What follows belongs to an exercise in optimizing a design on an open flow for small area and few clock cycles per item; a production flow would make more cautious choices. The RTL was checked by simulation tests, not by an equivalence proof against the original design. No activity file was given, so power comes from the tool's default toggle rates.

==> v3 <==
## sha3_padder
module sha3_padder #(
  parameter int D = 256,
  parameter logic [7:0] SUFFIX = 8'h06,
  localparam int R = 1600 - 2 * D
) (
  input  logic         clk,
  input  logic         reset,
  input  logic [7:0]   in_data,
  input  logic         in_valid,
  input  logic         in_last,
  input  logic         in_empty,
  output logic         in_ready,
  output logic [R-1:0] block,
  output logic         block_valid,
  output logic         block_last,
  input  logic         block_ready
);
  localparam int NB = R / 8;
  localparam int CW = $clog2(NB);
  localparam int PW = CW + 3;
  typedef enum logic {FILL, OUT} state_t;
  state_t         state, state_n;
  logic [CW-1:0]  cnt, cnt_n;
  logic [R-1:0]   buffer, buf_n;
  logic           pad_pending, pad_n;
  logic           last_r, last_n;
  logic [PW-1:0]  pos, pos1;
  logic           at_end;
  assign pos    = {cnt, 3'b000};
  assign pos1   = pos + PW'(8);
  assign at_end = (cnt == CW'(NB - 1));
  assign in_ready    = (state == FILL) && reset;
  assign block_valid = (state == OUT);
  assign block_last  = last_r;
  assign block       = buffer;
  always_ff @(posedge clk) begin
    if (!reset) begin
      state       <= FILL;
  ...
==> module sha3_padder, before the edit <==
module sha3_padder #(
  parameter int D = 256,
  parameter logic [7:0] SUFFIX = 8'h06,
  localparam int R = 1600 - 2 * D
) (
  input  logic         clk,
  input  logic         reset,
  input  logic [7:0]   in_data,
  input  logic         in_valid,
  input  logic         in_last,
  input  logic         in_empty,
  output logic         in_ready,
  output logic [R-1:0] block,
  output logic         block_valid,
  output logic         block_last,
  input  logic         block_ready
);
  localparam int NB = R / 8;
  localparam int CW = $clog2(NB);
  localparam int PW = CW + 3;
  typedef enum logic {FILL, OUT} state_t;
  state_t         state, state_n;
  logic [CW-1:0]  cnt, cnt_n;
  logic [R-1:0]   buffer, buf_n;
  logic           pad_pending, pad_n;
  logic           last_r, last_n;
  logic [PW-1:0]  pos, pos1;
  logic           at_end;
  assign pos    = {cnt, 3'b000};
  assign pos1   = pos + PW'(8);
  assign at_end = (cnt == CW'(NB - 1));
  assign in_ready    = (state == FILL) && reset;
  assign block_valid = (state == OUT);
  assign block_last  = last_r;
  assign block       = buffer;
  always_ff @(posedge clk) begin
    if (!reset) begin
      state       <= FILL;
      cnt         <= '0;
      buffer      <= '0;
      pad_pending <= 1'b0;
      last_r      <= 1'b0;
    end else begin
      state       <= state_n;
      cnt         <= cnt_n;
      buffer      <= buf_n;
      pad_pending <= pad_n;
      last_r      <= last_n;
    end
  end
  always_comb begin
    state_n = state;
    cnt_n   = cnt;
    buf_n   = buffer;
    pad_n   = pad_pending;
    last_n  = last_r;
    unique case (state)
      FILL: begin
        if (in_valid) begin
          if (!in_last) begin
            buf_n[pos +: 8] = in_data;
            if (at_end) begin
              state_n = OUT;
              last_n  = 1'b0;
              cnt_n   = '0;
            end else begin
              cnt_n = cnt + CW'(1);
            end
          end else if (in_empty) begin
            buf_n[pos +: 8]   = SUFFIX;
            buf_n[R-1 -: 8]   = buf_n[R-1 -: 8] | 8'h80;
            state_n = OUT;
            last_n  = 1'b1;
          end else if (at_end) begin
            buf_n[pos +: 8] = in_data;
            state_n = OUT;
            last_n  = 1'b0;
            pad_n   = 1'b1;
          end else begin
            buf_n[pos +: 8]  = in_data;
            buf_n[pos1 +: 8] = SUFFIX;
            buf_n[R-1 -: 8]  = buf_n[R-1 -: 8] | 8'h80;
            state_n = OUT;
            last_n  = 1'b1;
          end
        end
      end
      OUT: begin
        if (block_ready) begin
          buf_n = '0;
          if (pad_pending) begin
            buf_n[7:0]      = SUFFIX;
            buf_n[R-1 -: 8] = 8'h80;
            last_n = 1'b1;
            pad_n  = 1'b0;
          end else begin
            cnt_n   = '0;
            state_n = FILL;
            last_n  = 1'b0;
          end
        end
      end
    endcase
  end
endmodule
Settings: LEC_CHECK=0, CAP_MARGIN=20, CORE_MARGIN=2, CORE_UTILIZATION=40, SLEW_MARGIN=20; clock period 6.0 ns.
run.sh (not shown) runs the stock make flow with config.mk's settings and CLKGATE_MAP_FILE= SYNTH_SCRIPT=/design/flow/synth_recipe.tcl, a recipe that flattens the netlist after the stock synthesis.
==> v38 (differences from v3) <==
==> flow/design.v (replaced) <==
module sha3_padder #(
  parameter int D = 256,
  parameter logic [7:0] SUFFIX = 8'h06,
  localparam int R = 1600 - 2 * D
) (
  input  logic         clk,
  input  logic         reset,
  input  logic [7:0]   in_data,
  input  logic         in_valid,
  input  logic         in_last,
  input  logic         in_empty,
  output logic         in_ready,
  output logic [R-1:0] block,
  output logic         block_valid,
  output logic         block_last,
  input  logic         block_ready
);
  localparam int NB = R / 8;
  localparam int CW = $clog2(NB);
  localparam int NH = (NB + 15) / 16;
  logic [CW-1:0] cnt, cnt_n;
  logic          full, full_n;
  logic          last_r, last_n;
  logic          sfx, sfx_n;
  logic [R-1:0]  buffer;
  logic          xfer, free, take, wr, wr_sfx, at_end;
  logic [7:0]    bus;
  logic [15:0]   dlo;
  logic [NH-1:0] dhi;
  logic [NB-1:0] wsel;
  assign xfer   = full & block_ready;
  assign free   = ~full | block_ready;
  assign take   = free & ~sfx & in_valid;
  assign at_end = (cnt == CW'(NB - 1));
  assign wr_sfx = (free & sfx) | (take & in_last & in_empty);
  assign wr     = wr_sfx | (take & ~(in_last & in_empty));
  assign bus    = wr_sfx ? SUFFIX : in_data;
  assign in_ready    = free & ~sfx & reset;
  assign block_valid = full;
  assign block_last  = last_r;
  always_comb begin
    for (int i = 0; i < 16; i++) dlo[i] = (cnt[3:0] == 4'(i));
    for (int j = 0; j < NH; j++) dhi[j] = wr & reset & (cnt[CW-1:4] == (CW-4)'(j));
    for (int k = 0; k < NB; k++) wsel[k] = dlo[k % 16] & dhi[k / 16];
  end
  always_comb begin
    cnt_n  = cnt;
    full_n = full & ~xfer;
    last_n = last_r;
    sfx_n  = sfx;
    if (free & sfx) begin
      sfx_n  = 1'b0;
      full_n = 1'b1;
      last_n = 1'b1;
      cnt_n  = '0;
    end else if (take) begin
      if (in_last & in_empty) begin
        full_n = 1'b1;
        last_n = 1'b1;
        cnt_n  = '0;
      end else begin
        if (in_last) sfx_n = 1'b1;
        if (at_end) begin
          full_n = 1'b1;
          last_n = 1'b0;
          cnt_n  = '0;
        end else begin
          cnt_n = cnt + CW'(1);
        end
      end
    end
  end
  always_ff @(posedge clk) begin
    if (!reset) begin
      cnt    <= '0;
      full   <= 1'b0;
      last_r <= 1'b0;
      sfx    <= 1'b0;
    end else begin
      cnt    <= cnt_n;
      full   <= full_n;
      last_r <= last_n;
      sfx    <= sfx_n;
    end
  end
  logic keep;
  assign keep = reset & ~xfer;
  always_ff @(posedge clk) begin
    for (int k = 0; k < NB; k++)
      buffer[8*k +: 8] <= ({8{wsel[k]}} & bus) | ({8{keep}} & buffer[8*k +: 8]);
  end
  assign block = {buffer[R-1] | last_r, buffer[R-2:0]};
endmodule
==> flow/flow/run.sh (new file) <==
#!/bin/bash
# Standard ORFS flow (the standard.sh, unchanged synthesis), with the
# port buffers made from the smallest buffer cell.
set -o pipefail
cp standard.sh standard_sh.log
export BUFFER_PORTS_ARGS="-buffer_cell sky130_fd_sc_hd__buf_1"
bash standard.sh > flow_standard.log 2>&1
==> flow/standard.sh (new file) <==
#!/bin/bash
# synth_recipe.tcl (not shown) runs the flow's synth.tcl, then flattens the netlist and writes it again
# the make line also repeats each setting of config.mk as NAME=value (left out here)
make -C /OpenROAD-flow-scripts/flow DESIGN_CONFIG=/design/flow/config.mk WORK_HOME=/design/flow/orfs CLKGATE_MAP_FILE= SYNTH_SCRIPT=/design/flow/synth_recipe.tcl "${@:-finish}"
ABC_AREA = 1   (was not set)
CORE_UTILIZATION = 55   (was 40)
removed: flow/run.sh
==> v14 (differences from v3) <==
==> flow/design.v (replaced) <==
module sha3_padder #(
  parameter int D = 256,
  parameter logic [7:0] SUFFIX = 8'h06,
  localparam int R = 1600 - 2 * D
) (
  input  logic         clk,
  input  logic         reset,
  input  logic [7:0]   in_data,
  input  logic         in_valid,
  input  logic         in_last,
  input  logic         in_empty,
  output logic         in_ready,
  output logic [R-1:0] block,
  output logic         block_valid,
  output logic         block_last,
  input  logic         block_ready
);
  localparam int NB = R / 8;
  localparam int CW = $clog2(NB);
  localparam int NH = (NB + 15) / 16;
  logic [CW-1:0] cnt, cnt_n;
  logic          full, full_n;
  logic          last_r, last_n;
  logic          sfx, sfx_n;
  logic [R-1:0]  buffer;
  logic          xfer, free, take, wr, wr_sfx, at_end;
  logic [7:0]    bus;
  logic [15:0]   dlo;
  logic [NH-1:0] dhi;
  logic [NB-1:0] wsel;
  assign xfer   = full & block_ready;
  assign free   = ~full | block_ready;
  assign take   = free & ~sfx & in_valid;
  assign at_end = (cnt == CW'(NB - 1));
  assign wr_sfx = (free & sfx) | (take & in_last & in_empty);
  assign wr     = wr_sfx | (take & ~(in_last & in_empty));
  assign bus    = wr_sfx ? SUFFIX : in_data;
  assign in_ready    = free & ~sfx & reset;
  assign block_valid = full;
  assign block_last  = last_r;
  always_comb begin
    for (int i = 0; i < 16; i++) dlo[i] = (cnt[3:0] == 4'(i));
    for (int j = 0; j < NH; j++) dhi[j] = wr & reset & (cnt[CW-1:4] == (CW-4)'(j));
    for (int k = 0; k < NB; k++) wsel[k] = dlo[k % 16] & dhi[k / 16];
  end
  always_comb begin
    cnt_n  = cnt;
    full_n = full & ~xfer;
    last_n = last_r;
    sfx_n  = sfx;
    if (free & sfx) begin
      sfx_n  = 1'b0;
      full_n = 1'b1;
      last_n = 1'b1;
      cnt_n  = '0;
    end else if (take) begin
      if (in_last & in_empty) begin
        full_n = 1'b1;
        last_n = 1'b1;
        cnt_n  = '0;
      end else begin
        if (in_last) sfx_n = 1'b1;
        if (at_end) begin
          full_n = 1'b1;
          last_n = 1'b0;
          cnt_n  = '0;
        end else begin
          cnt_n = cnt + CW'(1);
        end
      end
    end
  end
  always_ff @(posedge clk) begin
    if (!reset) begin
      cnt    <= '0;
      full   <= 1'b0;
      last_r <= 1'b0;
      sfx    <= 1'b0;
    end else begin
      cnt    <= cnt_n;
      full   <= full_n;
      last_r <= last_n;
      sfx    <= sfx_n;
    end
  end
  logic keep;
  assign keep = reset & ~xfer;
  always_ff @(posedge clk) begin
    for (int k = 0; k < NB; k++)
      buffer[8*k +: 8] <= ({8{wsel[k]}} & bus) | ({8{keep}} & buffer[8*k +: 8]);
  end
  assign block = {buffer[R-1] | last_r, buffer[R-2:0]};
endmodule
==> summary.md <==
| Metric | Value |
|---|---|
| Non-clock buffer count in the final layout | `1348` |
| Final setup fails | `0` |
| Worst-Skew Late Latency | `between 0.7 and 0.8 ns` |
| Largest regs | `buffer: 1088 flops, cnt: 8 flops` |
| Layout area overhead | `36.51%` |
| Buf/Inv on CP | `2` |
| Top pwr grp | `clock` |
| Peak VDD IR | `0.0002915 V` |
| CP startpoint kind | `flop` |
| Outcome | `timing/DRC/antenna clean` |
| HP Start | `buffer[578]` |
| Clk buf depth | `3` |
Source of the figures above: v3

==> summary.md <==
| Metric | Value |
|---|---|
| Outcome | `aborted with a tool error` |
| Exit stage | `I/O pin placement (3_2_place_iop)` |
| Stop Error | `[ERROR PPL-0024] Number of IO pins (1105) exceeds maximum number of available positions (1032). Increase the die perimeter from 1144.58um to 1502.80um.` |
| EDFF count, synth | `0` |
| Post-Syn Instances | `roughly 5300` |
| Synth Register Bits | `1099` |
| XOR/XNOR Fraction of Synth Area | `less than 1%` |
| Post-Synth Simple-Gate Area | `17.73%` |
| Top-count cell post-synth | `nand2_1` |
| Largest family of logic cells by synthesized area | `buffers and inverters` |
Source of the figures above: v38

==> summary.md <==
| Metric | Value |
|---|---|
| Outcome | `timing/DRC/antenna clean` |
| Switching pwr | `~3.5 mW` |
| Top pwr grp | `sequential cells` |
| Largest regs | `buffer: 1088 flops, cnt: 8 flops` |
| Non-clock buffer count in the final layout | `1167` |
| H-tree Lvls | `3` |
| Layout area overhead | `19.07%` |
| Buf/Inv on CP | `2` |
| HP Start | `buffer[115]` |
| Peak VDD IR | `0.0002273 V` |
| Die Wd | `329.1 µm` |
| Worst-Skew Late Latency | `0.71 ns` |
| Final setup fails | `0` |
| Worst Path Arrival | `3.01 ns` |
Source of the figures above: v14

Testbench counts of v3, summed over its fixed seeds: cycles 69,768, bytes 68,856.
Testbench counts of v38, summed over its fixed seeds: cycles 69,248, bytes 68,856.
Testbench counts of v14, summed over its fixed seeds: cycles 69,248, bytes 68,856.

afterwards: timing with drivers on the ports:
The flow's constraints put no driver on any port. The routed layouts listed below were extracted and timed again, unchanged, in two steps. Step 1 (the two cells are an assumption about what drives the block):
set clk [get_ports {clk}]
set_driving_cell -lib_cell sky130_fd_sc_hd__clkbuf_16 $clk
set_driving_cell -lib_cell sky130_fd_sc_hd__buf_2 [delete_from_list [all_inputs] $clk]
Step 2 also shifts input and output timing later by t, the mid clock arrival at the registers, as if the neighbouring blocks saw the same clock. a / b / c = no drivers / after step 1 / after step 2; a / b = the first two.
run | t, ns | setup WS [ns] | hold slack, ns | latest minus earliest clock arrival (ns)
v3 | 0.841 | 0.940 / 0.940 / 0.940 | 0.455 / 0.455 / 0.455 | 0.021 / 0.021
v14 | 0.759 | 1.787 / 1.722 / 1.521 | 0.476 / 0.476 / 0.476 | 0.039 / 0.038
After both steps setup and hold are still met in every run listed. For v14, which loses most, drivers alone change the setup slack by -0.065 ns; drivers and shift together by -0.266 ns.
